What follows belongs to an exercise in optimizing a design on an open flow for small area, a short achievable clock period and few clock cycles per item; a production flow would make more cautious choices. Only simulation tests tie the RTL to the original design; equivalence was not proved. Power is estimated from default activity; no workload was simulated.

==> flow/design.v (outline; a module is shown in full before it is edited, if it fits) <==
// module mul_pipe: 3993 lines
// module mp_fa: 10 lines
// module mp_ha: 9 lines
// module mp_ao22: 9 lines
// module mp_and2: 7 lines
// module mp_xnor2: 7 lines
// module mp_xor2: 7 lines
module mul_pipe #(
  parameter int WIDTH  = 32,
  parameter int STAGES = 3,
  parameter int TAG_W  = 5
) (
  input  logic             clk,
  input  logic             resetn,
  input  logic             in_valid,
  output logic             in_ready,
  input  logic [WIDTH-1:0] a,
  input  logic [WIDTH-1:0] b,
  input  logic [1:0]       mul_type,
  input  logic [TAG_W-1:0] in_tag,
  input  logic             flush,
  output logic             out_valid,
  input  logic             out_ready,
  output logic [WIDTH-1:0] out_res,
  output logic [TAG_W-1:0] out_tag,
  output logic             busy
);
  // ...
==> flow/run.sh <==
#!/bin/bash
# synth_recipe.tcl (not shown) runs the flow's synth.tcl, then flattens the netlist and writes it again
# the make line also repeats each setting of config.mk as NAME=value (left out here)
make -C /OpenROAD-flow-scripts/flow DESIGN_CONFIG=/design/flow/config.mk WORK_HOME=/design/flow/orfs CLKGATE_MAP_FILE= SYNTH_SCRIPT=/design/flow/synth_recipe.tcl finish
==> flow/config.mk <==
export PLATFORM = sky130hd
export DESIGN_NAME = mul_pipe
export DESIGN_NICKNAME = mul_pipe
export VERILOG_FILES = /design/flow/design.v
export SDC_FILE = /design/flow/constraint.sdc
export NUM_CORES = 4
export LEC_CHECK = 0
export CAP_MARGIN = 20
export CORE_MARGIN = 2
export CORE_UTILIZATION = 40
export SLEW_MARGIN = 20
export SYNTH_HIERARCHICAL = 1
==> flow/constraint.sdc <==
create_clock -name core_clock -period 12.0 [get_ports {clk}]
set_input_delay 2.4000 -clock core_clock [delete_from_list [all_inputs] [get_ports {clk}]]
set_output_delay 2.4000 -clock core_clock [all_outputs]
set_load 0.01 [all_outputs]
==> results.toml, run 1 <==
[power]
p_seq_mw = 1.46
clock_power_mw = 0.543
p_total_mw = 11.30
seq_power_share_pct = 12.9
powerComb_mw = 9.30

[cells_and_area]
inverters = 30
fill_cells = 6612
multi_input_area_share_pct = 76.64
final_common_cell = "xor2_1"
nNetsFinal = 3430
syn2layout_area_growth_pct = 13.02
seqAreaFraction_pct = 12.26

[worst_setup_path]
cp_cell_sequence = "buf_2, buf_4, xor2_4, buf_4, a22o_1, xor2_1, fa_1, fa_1, fa_1, fa_1, fa_1, fa_1"
timing.rr.end = "r0_q[12]"
crit_path_start_kind = "input port"
reg2reg_slack_ns = 9.49

[grt]
gr-usage-met3_pct = 7.921
grt_pass1_wl_um = 169700
grt_util_all_layers_pct = 30.61
overflow = 0
grt_pass1_vias = 26049
grt-busiest-layer = "met2"

[synthesis]
synth_edf_count = 133
ys_async_sr_fraction_pct = 0.7463
synth_top_area_cell = "fa_1"
synthMuxAreaShare_pct = 0.1467
ys_ff_latch = 134
synth_commonest_cells = "588 x xor2_1, 559 x a22o_1, 481 x fa_1"

[detailed_routing]
wl_per_cell_um = 30.79
dr_wl_met2_um = 52020
totalWireLength_um = 114800

[floorplanning]
ios = 116
die-width_um = 273.3

[flow_run]
cap_violations = 0

[outcome]
status = "complete, no violations"

[cts]
cts_inserted_buffers = 17
cts_tree = "built"
cts.sinks = 134
post_cts_resized = 0

[hold_path]
hold_end = "valid"

[timing]
finalMaxSlewViolations = 0
min_period_over_period_pct = 62.02

[placed_design]
dp.cells = 3695
Testbench counts, summed over its fixed seeds: cycles 4,808, items 4,800.
==> run 2: changes to the inputs <==
--- a/flow/config.mk
+++ b/flow/config.mk
@@ -5,6 +5,7 @@
 export SDC_FILE = /design/flow/constraint.sdc
 export NUM_CORES = 4
 export LEC_CHECK = 0
+export ABC_CLOCK_PERIOD_IN_PS = 4000
 export CAP_MARGIN = 20
 export CORE_MARGIN = 2
 export CORE_UTILIZATION = 40
==> results.toml, run 2 <==
[worst_setup_path]
worstReg2RegStart = "valid"
required_ns = 12.19
crit_path_start_kind = "input port"
path_class = "input port to flop"
r2r_cells = 3
reg2reg_slack_ns = 9.49
cp-end-kind = "flop"
path_max_fanout = 40
worstPathArrival_ns = 7.63
timing.rr.end = "r0_q[12]"

[synthesis]
ys.flop_type = "edfxtp_1"
synth_edf_count = 133
yosysTopAreaCellShare_pct = 33.20
ys_async_sr_fraction_pct = 0.7463
synth_top_area_cell = "fa_1"
synth_area_per_cell_sq_um = 11.47
syn_area_sq_um = 29010
synth_commonest_cells = "588 x xor2_1, 559 x a22o_1, 481 x fa_1"
synth_warnings = 7
ys_ff_latch = 134
synth.distinct_cells = 70
syn_inst = 2529
yosys-top-cells-area = "fa_1 33%, xor2_1 18%, a22o_1 17%"
ys_seq_area_share_pct = 13.86
synth.most_common_cell = "xor2_1"

[timing]
hold_viol_final = 0
finalMaxSlewViolations = 0
finalSetupViolCount = 0
worstMarginPinSlew_ns = 0.9114
rsz0062_at_grt = "no"
min_period_over_period_pct = 62.02
tns_ns = 0
finalCriticalPeriod_ns = 7.442
skew_ns = 0.007484
clock.fmax_mhz = 134.4
holdWs_ns = 0.7498
relSlewSlack_pct = 39.24

[power]
ir_drop_v = 0.0002572
powerDensity_nw_per_um2 = 344.7
leakagePower_nw = 13.62

[detailed_routing]
totalWireLength_um = 114800
routed-via-count = 24415
first_pass_iters = 6
drt_iter0_drc = 2843
drtAntennaViolNets = 0
route.detailed.drc = 0
via_per_inst = 6.546
wl_per_cell_um = 30.79

[floorplanning]
ios = 116
coreArea_sq_um = 71610
die_area_sq_um = 74680
die_h_um = 273.3
die-width_um = 273.3
row_count = 98
start_util_pct = 40.51

[grt]
grt_max_degree = 71
grt_pass1_wl_um = 169700
grt_util_all_layers_pct = 30.61
antenna_found_initial = 4
grt_pass1_vias = 26049
overflow = 0

[cts]
cts_inserted_buffers = 17
cts_buffer_depth = 2
root_buffer = "clkbuf_16"
post_cts_buffers = 0
post_cts_resized = 0
clk_latency_ns = 0.45
cts.sinks = 134
cts_tree = "built"
clkTransAtPathRegs_ns = 0.07
cts_hold_buf = 0
htree_levels = 4

[cells_and_area]
fill_cells = 6612
design_area_sq_um = 32780
drive_gt1_share_pct = 6.590
final_common_cell = "xor2_1"
nNetsFinal = 3430
registers.top_by_ff_count = "r0_q"
syn2layout_area_growth_pct = 13.02
layout_common_cells = "573 x xor2_1, 559 x a22o_1, 481 x fa_1"
top_regs = "r0_q (64), r1_q (63), tag_q (5)"
largest_reg_flops = 64

[placed_design]
port-buffer-count = 115
place_area_sq_um = 32170
dp_hpwl_um = 72910
place_congestion = 0.9035

[hold_path]
hold_end = "valid"
min_path_cells = 3
hp-start = "valid"
hold_class = "flop to flop"

[outcome]
status = "complete, no violations"

[flow_run]
cap_violations = 0
## run 2: cell counts in the layout (fill, tap and decap cells not counted)
Identical to the previous run, type by type.
## run 2: cells by family (layout without fill, tap and decap cells)
group / Yosys count / count (layout) / share of synthesized area [%]
AO/OA/AOI/OAI: 848 / 848 / 23.42
XOR/XNOR: 636 / 636 / 19.20
multiplexers: 4 / 4 / 0.1467
adder cells (fa/ha/maj): 590 / 590 / 37.90
AND/OR/NAND/NOR: 254 / 254 / 4.603
other: 2 / 50 / 0.02589
buffers and inverters: 61 / 264 / 0.8454
flip-flops: 134 / 134 / 13.86
## run 2: area by class of cell
class                      instances  area, sq um  area share (%)
antenna                            3        7.507         0.02290
clock buffer                      18        429.2           1.309
clock inverter                    14        175.2          0.5344
inverter                          30        115.1          0.3511
multi-input combinational       2379        25120           76.64
sequential                       134         4019           12.26
tap                              950         1189           3.626
timing repair buffer             202         1724           5.260
## run 2: worst max-delay path by stage
stage / depth (start not counted) / endpoint / slack (ns) / startpoint
global route: 12 / r1_q[33] / 4.47 / a[31]
detailed placement: 12 / r1_q[36] / 4.19 / b[17]
CTS: 12 / r1_q[36] / 4.68 / b[17]
finish: 12 / r1_q[36] / 4.56 / b[17]
global placement: 12 / r1_q[36] / 4.24 / b[17]
floorplan: 9 / r1_q[39] / 3.26 / a[31]
## run 2: Yosys stat by module (local to each module, per instance)
module / cells / flip-flops and latches
mul_pipe: 850 / 134
mp_fa: 1 / 0
mp_ha: 1 / 0
mp_ao22: 1 / 0
mp_xnor2: 1 / 0
mp_xor2: 1 / 0
mp_and2: 1 / 0
## run 2: per-stage QoR
stage | total power, mW | utilization, % | setup WS (ns) | std cells
global placement | 10.36 | 44.92 | 4.244 | 3695
global route | 12.23 | 45.77 | 4.471 | 3727
CTS | 11.17 | 45.77 | 4.678 | 3727
floorplan | 6.979 | - | 3.259 | 2574
finish | 11.30 | 45.78 | 4.558 | 3730
detailed placement | 10.62 | 44.92 | 4.189 | 3695
## run 2: per-layer routing
metal	vias to the layer above	routed length (um)	GRT usage, %
met5	-	46	0.1284
met4	6	5648	14.52
met3	353	12070	7.921
met2	1728	52020	47.98
met1	12469	45070	39.48
li1	9859	-	-
## run 2: critical path: stages
cell,delay [ns]
buf_2,0.08
buf_4,0.68
xor2_4,0.57
buf_4,0.46
a22o_1,0.22
xor2_1,0.19
fa_1,0.49
fa_1,0.50
fa_1,0.51
fa_1,0.45
fa_1,0.58
fa_1,0.44
## run 2: power breakdown
group,internal [mW],switching [mW],leakage (nW)
Combinational,3.93,5.37,11.9
Sequential,1.34,0.121,1.40
Clock,0.328,0.214,0.289
==> run 3: changes to the inputs <==
--- a/flow/config.mk
+++ b/flow/config.mk
@@ -9,5 +9,6 @@
 export CAP_MARGIN = 20
 export CORE_MARGIN = 2
 export CORE_UTILIZATION = 40
+export SETUP_SLACK_MARGIN = 5
 export SLEW_MARGIN = 20
 export SYNTH_HIERARCHICAL = 1
==> results.toml, run 3 <==
[outcome]
status = "complete, no violations"

[detailed_routing]
totalWireLength_um = 115400
route.detailed.drc = 0
drt_iter0_drc = 2685
routed-via-count = 24316
drtAntennaViolNets = 0
wl_per_cell_um = 30.94
first_pass_iters = 5
via_per_inst = 6.519

[worst_setup_path]
required_ns = 12.17
crit_end = "r1_q[28]"
path_class = "input port to flop"
cp-end-kind = "flop"
r2r_cells = 3
timing.rr.end = "r0_q[13]"
reg2reg_slack_ns = 9.52
crit_path_start_kind = "input port"
cp-startpoint = "b[4]"
worstPathArrival_ns = 7.12
worstReg2RegStart = "valid"
path_max_fanout = 33

[timing]
skew_ns = 0.009758
finalCriticalPeriod_ns = 6.953
finalMaxSlewViolations = 0
tns_ns = 0
finalSetupViolCount = 0
hold_viol_final = 0
rsz0062_at_grt = "yes"
min_period_over_period_pct = 57.94
holdWs_ns = 0.7372
clock.fmax_mhz = 143.8
relSlewSlack_pct = 41.13
worstMarginPinSlew_ns = 0.8830

[cts]
cts_tree = "built"
cts.sinks = 134
htree_levels = 4
cts_buffer_depth = 2
cts_hold_buf = 0
cts_inserted_buffers = 17
clkTransAtPathRegs_ns = 0.06
clk_latency_ns = 0.46
root_buffer = "clkbuf_16"

[cells_and_area]
top_regs = "r0_q (64), r1_q (63), tag_q (5)"
drive_gt1_share_pct = 6.799
largest_reg_flops = 64
final_common_cell = "xor2_1"
nNetsFinal = 3433
diodes = 0
syn2layout_area_growth_pct = 13.73
ff_latch_area_sq_um = 4019
layout_common_cells = "573 x xor2_1, 559 x a22o_1, 480 x fa_1"
multiInputGateArea_sq_um = 25120
registers.top_by_ff_count = "r0_q"
fill_cells = 6685

[grt]
grt_pass1_wl_um = 170000
antenna_found_initial = 1
grt_util_all_layers_pct = 30.73
gr-usage-met3_pct = 8.307
grt_max_degree = 71
met1_usage_pct = 38.74
overflow = 0
grt-busiest-layer = "met2"
met2_usage_pct = 48.79
grt_pass1_vias = 26162

[synthesis]
synth_commonest_cells = "588 x xor2_1, 559 x a22o_1, 481 x fa_1"
ys_async_sr_fraction_pct = 0.7463
yosysTopAreaCellShare_pct = 33.20
ys_seq_area_share_pct = 13.86
synth-compound-area-share_pct = 23.42
ys_ff_latch = 134
synth_edf_count = 133
yosys.area_share.adder_pct = 37.90
synthMuxAreaShare_pct = 0.1467
yosys.area_share.simple_pct = 4.603
yosys-top-cells-area = "fa_1 33%, xor2_1 18%, a22o_1 17%"
synth_warnings = 7
synth_top_family_by_area = "adder cells"
synth-xor-area-share_pct = 19.20
synth_top_area_cell = "fa_1"
synth.most_common_cell = "xor2_1"
syn_inst = 2529
ys.flop_type = "edfxtp_1"
synth_area_per_cell_sq_um = 11.47
syn_area_sq_um = 29010
synth.distinct_cells = 70

[placed_design]
port-buffer-count = 115
dp_hpwl_um = 73060
place_congestion = 0.9241

[power]
leakagePower_nw = 13.71
ir_drop_v = 0.0002719
powerDensity_nw_per_um2 = 346.2

[floorplanning]
start_util_pct = 40.51
die-width_um = 273.3
die_area_sq_um = 74680
coreArea_sq_um = 71610
die_h_um = 273.3
row_count = 98
ios = 116

[hold_path]
hold_class = "flop to flop"

[flow_run]
cap_violations = 0
-- run 3: cell types whose count changed in the layout (fill, tap and decap cells not counted), moves of 3 or more --
cell,change
diode_2,-3
buf_4,-22
clkbuf_8,+3
buf_12,+4
buf_6,+15
-- run 3: worst min-delay path by stage --
stage / startpoint / to / cells after the start
floorplan: valid / valid / 3
global placement: valid / valid / 3
detailed placement: valid / valid / 3
CTS: valid / valid / 3
global route: valid / valid / 3
finish: valid / valid / 3
-- run 3: critical path, stage by stage --
cell and delay, ns:
clkdlybuf4s50_1 0.47, nand2b_1 0.20, o21ai_2 0.16, buf_8 0.32
a22o_1 0.20, xor2_1 0.20, fa_1 0.48, fa_1 0.51
fa_1 0.54, fa_1 0.44, fa_1 0.64, fa_1 0.52
-- run 3: what timing repair did --
action                     CTS  global route
setup buffers                0             1
setup endpoints to repair   30            34
resized for setup           10            34
pin swaps                    0             1
cloned                       0             2
-- run 3: per-module statistics from Yosys, one instance, submodules excluded --
| module | area [sq um] | cells inside | copies in the design |
|---|---|---|---|
| mp_xor2 | 8.758 | 1 | 560 |
| mul_pipe | 8753 | 850 | 1 |
| mp_xnor2 | 8.758 | 1 | 16 |
| mp_ha | 12.51 | 1 | 46 |
| mp_and2 | 6.256 | 1 | 17 |
| mp_fa | 20.02 | 1 | 481 |
| mp_ao22 | 8.758 | 1 | 559 |
-- run 3: cells by family (layout without fill, tap and decap cells) --
logic type,after synthesis,count (layout)
xor gates and xnor gates,636,636
DFF,134,134
muxes,4,4
adders and majority gates,590,590
AOI/OAI and AO/OA,848,848
buffers and inverters,61,267
and+or+nand+nor,254,254
other,2,47
-- run 3: cell type report --
type,count,area share (%)
clock buffers,19,1.312
clock inverters,13,0.5955
inverters,30,0.3489
multi-input cells,2379,76.14
flip-flops and latches,134,12.18
well taps,950,3.603
repair buffers,205,5.818
-- run 3: layer usage --
layer / wire length, um / vias to the layer above
met5: 12 / -
met4: 5632 / 2
met2: 52690 / 1684
met1: 44770 / 12413
met3: 12300 / 365
li1: - / 9852
-- run 3: power breakdown --
part / switching [mW] / internal, mW / leakage [nW] / total, mW
Sequential: 0.116 / 1.34 / 1.40 / 1.45
Clock: 0.217 / 0.350 / 0.299 / 0.567
Combinational: 5.43 / 3.97 / 12.0 / 9.40
Total: 5.77 / 5.65 / 13.7 / 11.4
-- run 3: through the flow --
step / area [sq um] / power (mW) / util [%] / worst slack [ns] / std cells
after floorplan: 29340 / 6.979 / - / 5.141 / 2574
after detailed placement: 32150 / 10.67 / 44.89 / 4.212 / 3695
after global routing: 32990 / 12.40 / 46.07 / 4.982 / 3730
after CTS: 32810 / 11.26 / 45.82 / 4.999 / 3727
final: 32990 / 11.42 / 46.07 / 5.048 / 3730
after global placement: 32150 / 10.42 / 44.89 / 4.222 / 3695

what the ideal ports hide:
No port has a modelled driver above. Below, the same layouts with a new extraction and two added sets of constraints. Step 1 assumes that a clkbuf_16 drives the clock port and a buf_2 every other input. Step 2 moves the port delays by t, midway between the first and last clock arrival at a register: inputs arrive t later, outputs are due t later. That takes back most of the time a late clock gives input paths. Slacks: ideal / step 1 / step 2; pairs: ideal / step 1.
run | t (ns) | setup WS [ns] | latest minus earliest clock arrival (ns) | worst data-port slew with drivers (ns) | cell pins on the clock port's net
run 1 | 0.505 | 4.558 / 4.595 / 4.090 | 0.010 / 0.010 | 0.06 | 1
run 2 | 0.505 | 4.558 / 4.595 / 4.090 | 0.010 / 0.010 | 0.06 | 1
run 3 | 0.512 | 5.047 / 5.081 / 4.569 | 0.010 / 0.010 | 0.08 | 1
After both steps setup and hold are still met in every run listed. For run 3, which loses most, drivers alone change the setup slack by +0.034 ns; drivers and shift together by -0.478 ns.
